Background: an optimization exercise with open tools, aiming at a short achievable clock period and few clock cycles per item. Do not read the settings as production practice. Only simulation tests tie the RTL to the original design; equivalence was not proved. Power figures rest on the tool's default switching activity, not on a simulated workload.

===== flow/design.v =====
`default_nettype none
package fcpu_pkg;
   localparam int DATA_W      = 32;
   localparam int GMEM_ADDR_W = 32;
   localparam int RSV_ID_W    = 4;
   typedef enum logic [1:0] {
      OP_LW  = 2'd0,
      OP_SW  = 2'd1,
      OP_LBU = 2'd2,
      OP_SB  = 2'd3
   } mem_op_t;
   typedef enum logic [1:0] {
      REG_CTRL   = 2'd0,
      REG_BASE   = 2'd1,
      REG_LIMIT  = 2'd2,
      REG_FAULTS = 2'd3
   } cfg_addr_t;
   localparam int CTRL_XLAT_EN_BIT = 0;
   typedef struct packed {
      logic [RSV_ID_W-1:0] rsv_id;
      mem_op_t             opcode;
      logic [DATA_W-1:0]   addr;
      logic [DATA_W-1:0]   data;
   } mem_req_t;
   typedef struct packed {
      logic [RSV_ID_W-1:0] rsv_id;
      logic [DATA_W-1:0]   data;
      logic                fault;
   } cdb_t;
   localparam int CDB_W = RSV_ID_W + DATA_W + 1;
   localparam int REQ_W = RSV_ID_W + 2 + DATA_W + DATA_W;
endpackage
`default_nettype wire
`timescale 1ns/100ps
`default_nettype none
module op_fifo #(
   parameter int  WIDTH     = 8,
   parameter int  DEPTH     = 4
) (
   input  logic     clk,
   input  logic     arst_n,
   input  logic     push,
   input  logic [WIDTH-1:0] push_data,
   output logic     full,
   input  logic     pop,
   output logic [WIDTH-1:0] pop_data,
   output logic     empty
);
   localparam int PTR_W = (DEPTH > 1) ? $clog2(DEPTH) : 1;
   localparam int CNT_W = $clog2(DEPTH + 1);
   logic [WIDTH-1:0] mem [DEPTH];
   logic [PTR_W-1:0] wr_ptr;
   logic [PTR_W-1:0] rd_ptr;
   logic [CNT_W-1:0] count;
   logic             do_push;
   logic             do_pop;
   assign full     = (count == CNT_W'(DEPTH));
   assign empty    = (count == '0);
   assign do_push  = push && !full;
   assign do_pop   = pop && !empty;
   assign pop_data = mem[rd_ptr];
   always_ff @(posedge clk) begin
      if (do_push) begin
         mem[wr_ptr] <= push_data;
      end
   end
   always_ff @(posedge clk or negedge arst_n) begin
      if (!arst_n) begin
         wr_ptr <= '0;
         rd_ptr <= '0;
         count  <= '0;
      end else begin
         if (do_push) begin
            wr_ptr <= (wr_ptr == PTR_W'(DEPTH - 1)) ? '0 : wr_ptr + 1'b1;
         end
         if (do_pop) begin
            rd_ptr <= (rd_ptr == PTR_W'(DEPTH - 1)) ? '0 : rd_ptr + 1'b1;
         end
         case ({do_push, do_pop})
            2'b10:   count <= count + 1'b1;
            2'b01:   count <= count - 1'b1;
            default: count <= count;
         endcase
      end
   end
endmodule
`default_nettype wire
`timescale 1ns/100ps
`default_nettype none
import fcpu_pkg::*;
module mmu_cfg_regs
(
   input  logic                   clk,
   input  logic                   arst_n,
   input  logic                   cfg_we,
   input  logic [1:0]             cfg_addr,
   input  logic [DATA_W-1:0]      cfg_wdata,
   input  logic                   fault_pulse,
   output logic [DATA_W-1:0]      cfg_rdata,
   output logic [GMEM_ADDR_W-1:0] seg_base,
   output logic [DATA_W-1:0]      seg_limit,
   output logic                   xlat_en
);
   logic [DATA_W-1:0] fault_cnt;
   always_ff @(posedge clk or negedge arst_n) begin
      if (!arst_n) begin
         xlat_en   <= 1'b0;
         seg_base  <= '0;
         seg_limit <= '0;
      end else if (cfg_we) begin
         case (cfg_addr)
            REG_CTRL:  xlat_en   <= cfg_wdata[CTRL_XLAT_EN_BIT];
            REG_BASE:  seg_base  <= GMEM_ADDR_W'(cfg_wdata);
            REG_LIMIT: seg_limit <= cfg_wdata;
            default:   ;
         endcase
      end
   end
   always_ff @(posedge clk or negedge arst_n) begin
      if (!arst_n) begin
         fault_cnt <= '0;
      end else if (cfg_we && cfg_addr == REG_FAULTS) begin
         fault_cnt <= '0;
      end else if (fault_pulse && fault_cnt != '1) begin
         fault_cnt <= fault_cnt + 1'b1;
      end
   end
   always_comb begin
      cfg_rdata = '0;
      case (cfg_addr)
         REG_CTRL:   cfg_rdata[CTRL_XLAT_EN_BIT] = xlat_en;
         REG_BASE:   cfg_rdata = DATA_W'(seg_base);
         REG_LIMIT:  cfg_rdata = seg_limit;
         REG_FAULTS: cfg_rdata = fault_cnt;
         default:    cfg_rdata = '0;
      endcase
   end
endmodule
`default_nettype wire
`timescale 1ns/100ps
`default_nettype none
import fcpu_pkg::*;
module address_translator
(
   input  logic                   clk,
   input  logic                   arst_n,
   input  logic                   in_valid,
   input  fcpu_pkg::mem_req_t               in_req,
   input  logic [GMEM_ADDR_W-1:0] seg_base,
   input  logic [DATA_W-1:0]      seg_limit,
   input  logic                   xlat_en,
   input  logic                   stall,
   output logic                   out_valid,
   output fcpu_pkg::mem_req_t               out_req,
   output logic [GMEM_ADDR_W-1:0] out_paddr,
   output logic                   out_fault
);
   logic                   advance;
   logic                   is_word;
   logic                   misaligned;
   logic                   over_limit;
   logic [GMEM_ADDR_W-1:0] paddr;
   assign advance = !out_valid || !stall;
   assign is_word    = (in_req.opcode == OP_LW) || (in_req.opcode == OP_SW);
   assign misaligned = is_word && (in_req.addr[1:0] != 2'b00);
   assign over_limit = xlat_en && (in_req.addr >= seg_limit);
   assign paddr      = xlat_en ? seg_base + GMEM_ADDR_W'(in_req.addr)
                               : GMEM_ADDR_W'(in_req.addr);
   always_ff @(posedge clk or negedge arst_n) begin
      if (!arst_n) begin
         out_valid <= 1'b0;
      end else if (advance) begin
         out_valid <= in_valid;
      end
   end
   always_ff @(posedge clk) begin
      if (advance && in_valid) begin
         out_req   <= in_req;
         out_paddr <= paddr;
         out_fault <= misaligned || over_limit;
      end
   end
endmodule
`default_nettype wire
`timescale 1ns/100ps
`default_nettype none
import fcpu_pkg::*;
module memory_management_unit
#(
   parameter int QUEUE_DEPTH = 4,
   parameter int ROB_DEPTH   = 8
) (
   input  logic                   clk,
   input  logic                   arst_n,
   input  logic [RSV_ID_W-1:0]    rsv_id,
   input  logic                   valid,
   input  logic [1:0]             opcode,
   input  logic [DATA_W-1:0]      address,
   input  logic [DATA_W-1:0]      data,
   output logic                   ready,
   output logic [RSV_ID_W-1:0]    cdb_rsv_id,
   output logic [DATA_W-1:0]      cdb_data,
   output logic                   cdb_fault,
   output logic                   cdb_valid,
   input  logic                   cdb_ready,
   input  logic [GMEM_ADDR_W-1:0] seg_base,
   input  logic [DATA_W-1:0]      seg_limit,
   input  logic                   xlat_en,
   output logic                   fault_pulse,
   output logic [GMEM_ADDR_W-1:0] araddr,
   output logic                   arvalid,
   input  logic                   arready,
   input  logic [DATA_W-1:0]      rdata,
   input  logic [1:0]             rresp,
   input  logic                   rvalid,
   output logic                   rready,
   output logic [GMEM_ADDR_W-1:0] awaddr,
   output logic                   awvalid,
   input  logic                   awready,
   output logic [DATA_W-1:0]      wdata,
   output logic [DATA_W/8-1:0]    wstrb,
   output logic                   wvalid,
   input  logic                   wready,
   input  logic [1:0]             bresp,
   input  logic                   bvalid,
   output logic                   bready
);
   localparam int BQ_D  = QUEUE_DEPTH;
   localparam int BQ_CW = $clog2(BQ_D + 1);
   localparam int ROB_W = $clog2(ROB_DEPTH);
   localparam int ROB_CW = $clog2(ROB_DEPTH + 1);
   localparam int BQ_W = (GMEM_ADDR_W - 2) + 4 + DATA_W + DATA_W/8 + ROB_W;
   logic                   issue_en;
   logic                   r0_v;
   logic [RSV_ID_W-1:0]    r0_rsv;
   logic [1:0]             r0_op;
   logic [DATA_W-1:0]      r0_addr;
   logic [DATA_W-1:0]      r0_data;
   logic                   r0_fault;
   logic                   space;
   logic                   adv;
   logic                   accept;
   logic                   in_fault;
   logic [ROB_CW-1:0]      rob_cnt;
   logic [BQ_CW-1:0]       bq_cnt;
   always_ff @(posedge clk or negedge arst_n) begin
      if (!arst_n) begin
         issue_en <= 1'b0;
      end else begin
         issue_en <= 1'b1;
      end
   end
   assign space  = (rob_cnt != ROB_CW'(ROB_DEPTH)) && (bq_cnt != BQ_CW'(BQ_D));
   assign adv    = r0_v && space;
   assign ready  = issue_en && (!r0_v || space);
   assign accept = valid && ready;
   assign in_fault = (!opcode[1] && (address[1:0] != 2'b00)) ||
                     (xlat_en && (address >= seg_limit));
   always_ff @(posedge clk or negedge arst_n) begin
      if (!arst_n) begin
         r0_v <= 1'b0;
      end else if (accept || adv) begin
         r0_v <= accept;
      end
   end
   always_ff @(posedge clk) begin
      if (accept) begin
         r0_rsv   <= rsv_id;
         r0_op    <= opcode;
         r0_addr  <= address;
         r0_data  <= data;
         r0_fault <= in_fault;
      end
   end
   logic [GMEM_ADDR_W-1:0] paddr;
   logic [BQ_W-1:0]        new_op;
   logic                   bq_push;
   assign paddr = xlat_en ? seg_base + GMEM_ADDR_W'(r0_addr) : GMEM_ADDR_W'(r0_addr);
   logic [ROB_W-1:0]       rob_head;
   logic [ROB_W-1:0]       rob_tail;
   assign new_op = {paddr[GMEM_ADDR_W-1:2],
                    !r0_op[0],
                    r0_op == OP_LBU,
                    paddr[1:0],
                    (r0_op == OP_SB) ? {(DATA_W/8){r0_data[7:0]}} : r0_data,
                    (r0_op == OP_SB) ? (DATA_W/8)'(1) << paddr[1:0] : {(DATA_W/8){1'b1}},
                    rob_tail};
   assign bq_push = adv && !r0_fault;
   logic [BQ_W-1:0]        bq [BQ_D];
   logic                   hv;
   logic [GMEM_ADDR_W-1:2] h_paddr;
   logic                   h_load;
   logic                   h_lbu;
   logic [1:0]             h_lane;
   logic [DATA_W-1:0]      h_wdata;
   logic [DATA_W/8-1:0]    h_wstrb;
   logic [ROB_W-1:0]       h_idx;
   logic                   f_wait;
   logic                   f_load;
   logic                   f_lbu;
   logic [1:0]             f_lane;
   logic [ROB_W-1:0]       f_idx;
   logic                   aw_done;
   logic                   w_done;
   logic                   resp_now;
   logic                   start_ok;
   logic                   h_done;
   assign hv = (bq_cnt != '0);
   assign {h_paddr, h_load, h_lbu, h_lane, h_wdata, h_wstrb, h_idx} = bq[0];
   assign resp_now = f_wait && (f_load ? rvalid : bvalid);
   assign start_ok = !f_wait || resp_now;
   assign araddr  = {h_paddr, 2'b00};
   assign awaddr  = {h_paddr, 2'b00};
   assign wdata   = h_wdata;
   assign wstrb   = h_wstrb;
   assign arvalid = hv && h_load && start_ok;
   assign awvalid = hv && !h_load && !aw_done && start_ok;
   assign wvalid  = hv && !h_load && !w_done && start_ok;
   assign rready  = f_wait && f_load;
   assign bready  = f_wait && !f_load;
   assign h_done = hv && start_ok &&
                   (h_load ? arready : ((aw_done || awready) && (w_done || wready)));
   always_ff @(posedge clk or negedge arst_n) begin
      if (!arst_n) begin
         bq_cnt <= '0;
      end else begin
         case ({bq_push, h_done})
            2'b10:   bq_cnt <= bq_cnt + 1'b1;
            2'b01:   bq_cnt <= bq_cnt - 1'b1;
            default: bq_cnt <= bq_cnt;
         endcase
      end
   end
   always_ff @(posedge clk) begin
      for (int i = 0; i < BQ_D; i++) begin
         if (h_done) begin
            if (bq_push && BQ_CW'(i + 1) == bq_cnt) begin
               bq[i] <= new_op;
            end else if (i + 1 < BQ_D) begin
               bq[i] <= bq[i + 1];
            end
         end else if (bq_push && BQ_CW'(i) == bq_cnt) begin
            bq[i] <= new_op;
         end
      end
   end
   always_ff @(posedge clk or negedge arst_n) begin
      if (!arst_n) begin
         f_wait  <= 1'b0;
         aw_done <= 1'b0;
         w_done  <= 1'b0;
      end else begin
         if (h_done) begin
            f_wait  <= 1'b1;
            aw_done <= 1'b0;
            w_done  <= 1'b0;
         end else begin
            if (resp_now) begin
               f_wait <= 1'b0;
            end
            aw_done <= aw_done || (awvalid && awready);
            w_done  <= w_done || (wvalid && wready);
         end
      end
   end
   always_ff @(posedge clk) begin
      if (h_done) begin
         f_load <= h_load;
         f_lbu  <= h_lbu;
         f_lane <= h_lane;
         f_idx  <= h_idx;
      end
   end
   logic [7:0]             lane_byte;
   logic                   resp_fault;
   logic [DATA_W-1:0]      resp_data;
   assign lane_byte  = rdata[{f_lane, 3'b000} +: 8];
   assign resp_fault = f_load ? (rresp != 2'b00) : (bresp != 2'b00);
   assign resp_data  = (!f_load || rresp != 2'b00) ? '0 :
                       f_lbu ? {{(DATA_W-8){1'b0}}, lane_byte} : rdata;
   logic [RSV_ID_W-1:0]    rob_rsv   [ROB_DEPTH];
   logic [DATA_W-1:0]      rob_data  [ROB_DEPTH];
   logic                   rob_fault [ROB_DEPTH];
   logic                   rob_done  [ROB_DEPTH];
   logic                   c_v;
   logic [RSV_ID_W-1:0]    c_rsv;
   logic [DATA_W-1:0]      c_data;
   logic                   c_fault;
   logic                   c_free;
   logic                   head_ready;
   logic                   bypass;
   logic                   rob_pop;
   assign c_free     = !c_v || cdb_ready;
   assign head_ready = (rob_cnt != '0) && rob_done[rob_head];
   assign bypass     = resp_now && (f_idx == rob_head);
   assign rob_pop    = c_free && (head_ready || bypass);
   always_ff @(posedge clk or negedge arst_n) begin
      if (!arst_n) begin
         rob_cnt  <= '0;
         rob_head <= '0;
         rob_tail <= '0;
      end else begin
         if (adv) begin
            rob_tail <= rob_tail + 1'b1;
         end
         if (rob_pop) begin
            rob_head <= rob_head + 1'b1;
         end
         case ({adv, rob_pop})
            2'b10:   rob_cnt <= rob_cnt + 1'b1;
            2'b01:   rob_cnt <= rob_cnt - 1'b1;
            default: rob_cnt <= rob_cnt;
         endcase
      end
   end
   always_ff @(posedge clk) begin
      for (int i = 0; i < ROB_DEPTH; i++) begin
         if (adv && rob_tail == ROB_W'(i)) begin
            rob_rsv[i]   <= r0_rsv;
            rob_data[i]  <= '0;
            rob_fault[i] <= r0_fault;
            rob_done[i]  <= r0_fault;
         end else if (resp_now && f_idx == ROB_W'(i)) begin
            rob_data[i]  <= resp_data;
            rob_fault[i] <= resp_fault;
            rob_done[i]  <= 1'b1;
         end
      end
   end
   always_ff @(posedge clk or negedge arst_n) begin
      if (!arst_n) begin
         c_v <= 1'b0;
      end else if (c_free) begin
         c_v <= head_ready || bypass;
      end
   end
   always_ff @(posedge clk) begin
      if (rob_pop) begin
         c_rsv <= rob_rsv[rob_head];
         if (bypass) begin
            c_data  <= resp_data;
            c_fault <= resp_fault;
         end else begin
            c_data  <= rob_data[rob_head];
            c_fault <= rob_fault[rob_head];
         end
      end
   end
   assign cdb_valid   = c_v;
   assign cdb_rsv_id  = c_rsv;
   assign cdb_data    = c_data;
   assign cdb_fault   = c_fault;
   assign fault_pulse = c_v && cdb_ready && c_fault;
endmodule
`default_nettype wire
`timescale 1ns/100ps
`default_nettype none
import fcpu_pkg::*;
module fcpu
#(
   parameter int QUEUE_DEPTH = 4
) (
   input  logic                   clk,
   input  logic                   arst_n,
   input  logic [RSV_ID_W-1:0]    rsv_id,
   input  logic                   valid,
   input  logic [1:0]             opcode,
   input  logic [DATA_W-1:0]      address,
   input  logic [DATA_W-1:0]      data,
   output logic                   ready,
   output logic [RSV_ID_W-1:0]    cdb_rsv_id,
   output logic [DATA_W-1:0]      cdb_data,
   output logic                   cdb_fault,
   output logic                   cdb_valid,
   input  logic                   cdb_ready,
   input  logic                   cfg_we,
   input  logic [1:0]             cfg_addr,
   input  logic [DATA_W-1:0]      cfg_wdata,
   output logic [DATA_W-1:0]      cfg_rdata,
   output logic [GMEM_ADDR_W-1:0] araddr,
   output logic                   arvalid,
   input  logic                   arready,
   input  logic [DATA_W-1:0]      rdata,
   input  logic [1:0]             rresp,
   input  logic                   rvalid,
   output logic                   rready,
   output logic [GMEM_ADDR_W-1:0] awaddr,
   output logic                   awvalid,
   input  logic                   awready,
   output logic [DATA_W-1:0]      wdata,
   output logic [DATA_W/8-1:0]    wstrb,
   output logic                   wvalid,
   input  logic                   wready,
   input  logic [1:0]             bresp,
   input  logic                   bvalid,
   output logic                   bready
);
   logic [GMEM_ADDR_W-1:0] seg_base;
   logic [DATA_W-1:0]      seg_limit;
   logic                   xlat_en;
   logic                   fault_pulse;
   mmu_cfg_regs cfg_inst (
      .*
   );
   memory_management_unit #(
      .QUEUE_DEPTH (QUEUE_DEPTH)
   ) mmu_inst (
      .*
   );
endmodule
`default_nettype wire

===== flow/run.sh =====
#!/bin/bash
# synth_recipe.tcl (not shown) runs the flow's synth.tcl, then flattens the netlist and writes it again
# the make line also repeats each setting of config.mk as NAME=value (left out here)
make -C /OpenROAD-flow-scripts/flow DESIGN_CONFIG=/design/flow/config.mk WORK_HOME=/design/flow/orfs CLKGATE_MAP_FILE= SYNTH_SCRIPT=/design/flow/synth_recipe.tcl finish

===== flow/config.mk =====
export PLATFORM = sky130hd
export DESIGN_NAME = fcpu
export DESIGN_NICKNAME = fcpu
export VERILOG_FILES = /design/flow/design.v
export SDC_FILE = /design/flow/constraint.sdc
export NUM_CORES = 4
export LEC_CHECK = 0
export CAP_MARGIN = 20
export CORE_MARGIN = 2
export CORE_UTILIZATION = 40
export SLEW_MARGIN = 20

===== flow/constraint.sdc =====
create_clock -name core_clock -period 5.0 [get_ports {clk}]
set_input_delay 1.0000 -clock core_clock [delete_from_list [all_inputs] [get_ports {clk}]]
set_output_delay 1.0000 -clock core_clock [all_outputs]
set_load 0.01 [all_outputs]

==> results of run 1 <==
-- Yosys cell counts, types with 54 or more instances --
cell type  number  area share [%]
nor2_1        716             7.0
a21oi_1       499             6.5
nand2_1       463             4.5
dfxtp_1       402              21
edfxtp_1      309              24
o21ai_0       268             3.5
clkbuf_1      208             2.0
mux2_2        119             3.5
dfrtp_1       116             7.5
buf_4         101             2.0
o211ai_1       99             1.9
ha_1           86             2.8
inv_1          65            0.63
mux2i_1        54             1.4
-- registers in the layout (all words and copies together), names as in the netlist, 3 cells and up --
signal              flops
mmu_inst.rob_tail       3
cfg_inst.seg_limit     32
mmu_inst.rob_data     256
mmu_inst.f_idx          3
mmu_inst.rob_head       3
mmu_inst.r0_addr       32
mmu_inst.r0_data       32
mmu_inst.bq_cnt         3
mmu_inst.rob_cnt        4
mmu_inst.rob_done       8
mmu_inst.rob_rsv       32
mmu_inst.bq           292
cfg_inst.fault_cnt     32
mmu_inst.c_data        32
cfg_inst.seg_base      32
mmu_inst.r0_rsv         4
mmu_inst.c_rsv          4
mmu_inst.rob_fault      8
-- path summary, 6_finish.rpt --
path / to / slack (ns) / depth (start not counted)
worst max-delay path: cfg_rdata[13] / 0.93 / 5
worst min-delay path: mmu_inst.f_lane[1] / 0.42 / 0
worst max register to register: mmu_inst.rob_cnt[3] / 1.18 / 13
worst min register to register: mmu_inst.f_lane[1] / 0.42 / 0
max in group asynchronous: cfg_inst.seg_base[27] / 3.53 / 2
min in group asynchronous: mmu_inst.bq_cnt[1] / 0.44 / 1
-- layout make-up --
| class | count | share of cell area, % |
|---|---|---|
| Clock inverter | 41 | 1.12 |
| Multi-Input combinational cell | 2864 | 35.9 |
| Clock buffer | 133 | 5.64 |
| Antenna cell | 2 | 0.0110 |
| Tap cell | 1265 | 3.49 |
| Sequential cell | 827 | 44.7 |
| Inverter | 66 | 0.552 |
| Timing Repair Buffer | 398 | 8.64 |
-- power by group through the flow --
stage	sequential, mW	clock [mW]	combinational (mW)
4_1_cts	11.0	7.05	9.49
3_5_place_dp	11.1	0	9.44
2_1_floorplan	10.6	0	6.36
5_1_grt	11.2	7.33	10.4
6_report	10.9	6.92	9.44
3_3_place_gp	11.0	0	9.31
-- per-stage QoR --
step / cell area (um^2) / util, % / std cells / power, mW
floorplan: 38500 / - / 4140 / 16.9
global placement: 42200 / 44.4 / 5420 / 20.4
detailed placement: 42200 / 44.4 / 5420 / 20.5
CTS: 45300 / 47.6 / 5594 / 27.5
global route: 45300 / 47.6 / 5594 / 29.0
finish: 45300 / 47.6 / 5596 / 27.3
-- per-layer routing --
layer,vias to the layer above,GRT usage [%],share of wire (%)
met5,-,0,0
met1,14684,30.0,42
met2,1067,38.7,48
met3,231,3.72,6.5
li1,14693,-,-
met4,0,8.32,3.5
-- cells by family (layout without fill, tap and decap cells) --
logic type / after synthesis / count (layout)
AOI/OAI and AO/OA: 1120 / 1120
and+or+nand+nor: 1410 / 1410
muxes: 175 / 175
other: 2 / 7
adders and majority gates: 88 / 88
xor gates and xnor gates: 66 / 66
buffers and inverters: 449 / 638
DFF: 827 / 827
==> run summary, run 1 <==
- Status: timing/DRC/antenna clean
- # clock sinks: 827
- Vias in the first global route: 29.4k
- Grt ovf: 0
- Leakage power: 17.3 nW
- Core ar.: 95200 um^2
- Buf/Inv on CP: 3
- Req. time, crit path: 4.00 ns
- Starting Density: 40.5%
- CTS resizes: 0
- Hold path start: mmu_inst.bq[0][40]
- Vias per cell: 5.48
- Routed vias: 30.7k
- Total CTS buffers: 92
- Post-synthesis sequential area ratio: 52.6%
- Mapped cell area: 38500 um^2
- Max incr delay on CP: 0.70 ns
- Cell internal pwr: 17.4 mW
- Routed length per placed instance: 20.7 um
- CP Cell Sequence: clkdlybuf4s50_1 > nor2b_2 > buf_4 > a22o_1 > clkdlybuf4s50_1
- Finish-stage setup viols: 0
- Flops & latches, synth: 827
- Seq. cell area: 20200 um^2
- WL final: 116000 um
- Largest family of logic cells by synthesized area: compound AO/OA/AOI/OAI gates
- Clk_skew: 0.0272 ns
- Worst slew margin: 26.1%
- Min cycle time layout: 4.07 ns
- Period utilization: 81.3%
- CP arrival: 3.07 ns
- Nets@finish: 4487
- Cell Rows: 113
- Compound-Gate Fraction of Synth Area: 17.4%
- Setup TNS: 0 ns
- PD cells: 603 nW/um^2
- Setup ws final: 0.935 ns
- Post-route DRC: 0
- FF-to-FF Start: mmu_inst.rob_head[2]
- Synth Area in Simple Gates: 15.2%
- Layout cells sized above 1: 8.66%
- Kind of critical path: in2out
- Max VDD drop: 0.000384 V
- Io pins: 326
- RD Place Congestion: 0.854
- Synthesized area per cell: 9.30 um^2
- Die width: 314 um
- Cells after Synth: 4137
- Switch share: 36.2%
- Die area: 98700 um^2
- Global-route wire length before repair: 176000 um
- Most frequent cells in the layout: nor2_1 (713), a21oi_1 (499), nand2_1 (456), dfxtp_1 (402), clkdlybuf4s50_1 (319)
- Post-synth ARST share: 14.0%
- Max Slew Vio Count: 0
- Max-cap violations: 0
- CP Launch Type: input pin
- Layout area overhead: 17.7%
- Gr usage total: 23.0%
- CP top delay family: buffers and inverters
- Final Hold Slack: 0.418 ns
- CTS tree: done
- Fill cell count: 8943
- Most used cell, CP: clkdlybuf4s50_1
- Clock root buffer: clkbuf_16
- Fin. Hold Viols: 0
- Net switching power: 9.89 mW
- Die H: 314 um
- Postcts setup bufs: 0
- CP max-delay cell: clkdlybuf4s50_1
- Synth warnings: 7
- Worst-path clk slew: 0.06 ns
- Post-DP HPWL: 75500 um
- Initial antenna violation count: 2
- DR pass1 iterations: 7
- DP Worst Slack: 0.942 ns
- RSZ-0062 raised after global routing: false
- Worst-path fanout max: 32
- Unique masters post-synth: 80
- H-tree levels: 3
- Adder-Cell Fraction of Synth Area: 2.90%
- Fmax: 246 MHz
- Comb pwr share: 34.6%
- Multiplexer area fraction after synthesis: 4.98%
- Clock latency reported for the late side of the worst-skew pair: 0.67 ns
- I/O Buffers: 321
- Iter 0 DRT Violations: 2704
- Synth Area in XOR/XNOR: 1.50%
- Commonest non-fill, non-tap cell in the layout: nor2_1
- Multi-input logic area: 16300 um^2
- Top_reg_cell synth: dfxtp_1
- Post-synth EDFFs: 309
- Seq pwr share: 40.1%
- Post-route antenna net violation count: 0
- Worst Tran Pin Value: 1.11 ns
- Clock power share: 25.3%
- Largest net degree at the start of global routing: 122
- Max clock buf depth: 3
- Launch point of the worst path: cfg_addr[1]
- Crit. End Element: output pin
- Hold Buf Count CTS: 0
- Hold Path Class: reg2reg
Testbench counts, summed over its fixed seeds: cycles 3,923, items 2,400.
==> inputs of run 2 (changes only) <==
--- a/flow/config.mk
+++ b/flow/config.mk
@@ -5,7 +5,10 @@
 export SDC_FILE = /design/flow/constraint.sdc
 export NUM_CORES = 4
 export LEC_CHECK = 0
+export ABC_CLOCK_PERIOD_IN_PS = 2500
 export CAP_MARGIN = 20
 export CORE_MARGIN = 2
 export CORE_UTILIZATION = 40
+export SETUP_SLACK_MARGIN = 2.4
 export SLEW_MARGIN = 20
+export TNS_END_PERCENT = 100
==> run 2 against run 1 <==
  * Routed wire length is 16% higher
  * Largest cell class unchanged
  * Clock-buffer cell count is 2 higher
  * Die area stayed put
  * Clock power is 3.6% higher
  * Power is 14% higher
  * Register-to-register slack better by 0.62 ns
==> run summary, run 2 <==
- Die H: 314 um (unchanged)
- Ranking of synthesized cells by area: edfxtp_1 (24%), dfxtp_1 (21%), dfrtp_1 (7.5%) (unchanged)
- Io pins: 326 (unchanged)
- Hold Path Class: reg2reg (unchanged)
- FF-to-FF Start: mmu_inst.rob_head[0] (was mmu_inst.rob_head[2])
- Top_reg_cell synth: dfxtp_1 (unchanged)
- Routed length per placed instance: 22.9 um (was 20.7 um)
- Period utilization: 64.1% (was 81.3%)
- Max VDD drop: 0.000328 V (was 0.000384 V)
- I/O Buffers: 321 (unchanged)
- Hold path start: mmu_inst.bq[0][41] (was mmu_inst.bq[0][40])
- Clock latency reported for the late side of the worst-skew pair: 0.68 ns (was 0.67 ns)
- Kind of critical path: reg2reg (was in2out)
- Cell Rows: 113 (unchanged)
- Synthesized area per cell: 9.30 um^2 (unchanged)
- Layout area overhead: 32.2% (was 17.7%)
- Largest family of logic cells by synthesized area: compound AO/OA/AOI/OAI gates (unchanged)
- Max clock buf depth: 3 (unchanged)
- Adder-Cell Fraction of Synth Area: 2.90% (unchanged)
- RSZ-0062 raised after global routing: true (was false)
- Final Hold Slack: 0.421 ns (was 0.418 ns)
- Mapped cell area: 38500 um^2 (unchanged)
- Max-cap violations: 0 (unchanged)
- DR pass1 iterations: 8 (was 7)
- WL final: 134000 um (was 116000 um)
- Post-route DRC: 0 (unchanged)
- CP Launch Type: flip-flop (was input pin)
- Final core occ: 53.5% (was 47.6%)
- Cells after Synth: 4137 (unchanged)
- Core ar.: 95200 um^2 (unchanged)
- Synth top area share: 24.1% (unchanged)
- Crit. End Element: flip-flop (was output pin)
- Die width: 314 um (unchanged)
- Compound-Gate Fraction of Synth Area: 17.4% (unchanged)
- Largest register FFs: 292 (unchanged)
- Gr usage total: 24.4% (was 23.0%)
- Synth Area in XOR/XNOR: 1.50% (unchanged)
- Post-synth top cells: nor2_1 (716), a21oi_1 (499), nand2_1 (463) (unchanged)
- Non-Filler Instances: 5857 (was 5596)
- Commonest non-fill, non-tap cell in the layout: nor2_1 (unchanged)
- Worst slew margin: 29.2% (was 26.1%)
- Count leader, synth: nor2_1 (unchanged)
- Fmax: 312 MHz (was 246 MHz)
- Worst-path clk slew: 0.06 ns (about the same)
- Grt ovf: 0 (unchanged)
- Initial antenna violation count: 2 (unchanged)
- Largest net degree at the start of global routing: 92 (was 122)
- Min cycle time layout: 3.20 ns (was 4.07 ns)
- CP arrival: 3.74 ns (was 3.07 ns)
- Biggest regs: mmu_inst.bq x292, mmu_inst.rob_data x256 (unchanged)
- DP Worst Slack: 0.996 ns (was 0.942 ns)
- Worst-path fanout max: 4 (was 32)
- Launch point of the worst path: mmu_inst.rob_head[0] (was cfg_addr[1])
- Area leader, netlist: edfxtp_1 (unchanged)
- DP Cell Count: 5408 (was 5420)
- Starting Density: 40.5% (unchanged)
- CTS tree: done (unchanged)
- Post-synth EDFFs: 309 (unchanged)
- Clk_skew: 0.0429 ns (was 0.0272 ns)
- Status: timing/DRC/antenna clean (unchanged)
- Setup TNS: 0 ns (unchanged)
- Placed cell area: 42400 um^2 (was 42200 um^2)
- Multiplexer area fraction after synthesis: 4.98% (unchanged)
- Die area: 98700 um^2 (unchanged)
- Global-route wire length before repair: 186000 um (was 176000 um)
- # clock sinks: 827 (unchanged)
- RD Place Congestion: 0.826 (was 0.854)
- H-tree levels: 3 (unchanged)
- Setup ws final: 1.80 ns (was 0.935 ns)
- Max Slew Vio Count: 0 (unchanged)
- Leakage power: 19.9 nW (was 17.3 nW)
- Most frequent cells in the layout: nor2_1 (681), a21oi_1 (432), nand2_1 (411), dfxtp_1 (402), edfxtp_1 (309) (was nor2_1 (713), a21oi_1 (499), nand2_1 (456), dfxtp_1 (402), clkdlybuf4s50_1 (319))
- Post-synth ARST share: 14.0% (unchanged)
- Nets@finish: 4749 (was 4487)
- Routed vias: 33.2k (was 30.7k)
- Total CTS buffers: 92 (unchanged)
- Req. time, crit path: 5.53 ns (was 4.00 ns)
- Most flop-heavy register: mmu_inst.bq (unchanged)
- Total power: 31.2 mW (was 27.3 mW)
- PD cells: 613 nW/um^2 (was 603 nW/um^2)
- Fin. Hold Viols: 0 (unchanged)
- Finish-stage setup viols: 0 (unchanged)
- Layout cells sized above 1: 22.6% (was 8.66%)
- Unique masters post-synth: 80 (unchanged)
- Post-synthesis sequential area ratio: 52.6% (unchanged)
- Post-route cell area: 50900 um^2 (was 45300 um^2)
- Synth warnings: 7 (unchanged)
- Vias in the first global route: 30.5k (was 29.4k)
- Synth Area in Simple Gates: 15.2% (unchanged)
- Post-route antenna net violation count: 0 (unchanged)
- Iter 0 DRT Violations: 3067 (was 2704)
- Clock root buffer: clkbuf_16 (unchanged)
- Post-DP HPWL: 74900 um (was 75500 um)
- Flops & latches, synth: 827 (unchanged)
- Worst Tran Pin Value: 1.05 ns (was 1.11 ns)
- Vias per cell: 5.66 (was 5.48)
- Hold Buf Count CTS: 0 (unchanged)
## run 2: worst max-delay path, cell delays in order (launching register included)
cell,delay [ns]
dfrtp_2,0.46
ha_4,0.20
ha_4,0.17
buf_6,0.11
a222oi_1,0.31
nand2_1,0.13
a221oi_2,0.22
a21oi_2,0.07
o21ai_2,0.22
clkinvlp_4,0.17
ha_4,0.20
ha_4,0.21
a21o_1,0.16
a21oi_2,0.12
xnor2_1,0.12
nor2_1,0.07
xnor2_1,0.13
## run 2: power breakdown
part	switching, mW	total (mW)	internal [mW]
logic	7.56	13.1	5.50
registers	1.28	11.0	9.69
clock network	2.90	7.17	4.27
total	11.7	31.2	19.5
## run 2: final cells by class
| class | instances | area (um^2) |
|---|---|---|
| timing repair buffer | 634 | 6740 |
| inverter | 66 | 275 |
| sequential | 827 | 20300 |
| tap | 1265 | 1580 |
| clock buffer | 135 | 2770 |
| multi-input combinational | 2890 | 18800 |
| antenna | 3 | 7.51 |
| clock inverter | 37 | 435 |
| fill | 8294 | 44300 |
## run 2: path summary, 6_finish.rpt
kind                                    endpoint  slack [ns]  cells after the start
min in group asynchronous     mmu_inst.bq_cnt[2]        0.45                      1
max in group asynchronous  cfg_inst.seg_base[24]        3.51                      2
max                          mmu_inst.rob_cnt[3]        1.80                     16
min                               mmu_inst.f_lbu        0.42                      0
min reg2reg                       mmu_inst.f_lbu        0.42                      0
max reg2reg                  mmu_inst.rob_cnt[3]        1.80                     16
## run 2: cell families after synthesis
family | count (synthesis)
fa+ha+maj | 88
other cells | 2
xor+xnor | 66
buf+inv | 449
simple gates | 1410
flops | 827
mux | 175
compound gates | 1120
## run 2: layer usage
layer	track usage [%]	vias up	wire, um
li1	-	15292	-
met1	32.0	16146	55300
met2	40.9	1414	64000
met3	3.36	297	9600
met4	9.66	2	5350
met5	0	-	13
## run 2: what timing repair did
action / CTS / global route
endpoints found under the setup margin: 975 / 669
cloned: 15 / 37
pin swaps: 103 / 142
setup buffers: 112 / 110
resized for setup: 575 / 359

==> separate check: timing with driven ports <==
Ports are ideal in the flow. The routed layouts listed here were re-timed in OpenROAD.
Step 1 assumes that a clkbuf_16 drives the clock port and a buf_2 every other input.
Step 2 also shifts input and output timing later by t, the mid clock arrival at the registers, as if the neighbouring blocks saw the same clock.
Slacks: ideal / step 1 / step 2; pairs: ideal / step 1.
run	t, ns	slack for setup (ns)	worst setup path at the end
run 1	0.730	0.935 / 0.913 / 0.913	input to output
run 2	0.728	1.797 / 1.769 / 1.563	input to register
After both steps every run listed still meets setup and hold. The setup slack of run 2, which loses most, moves by -0.028 ns with the drivers and by -0.234 ns with both steps.
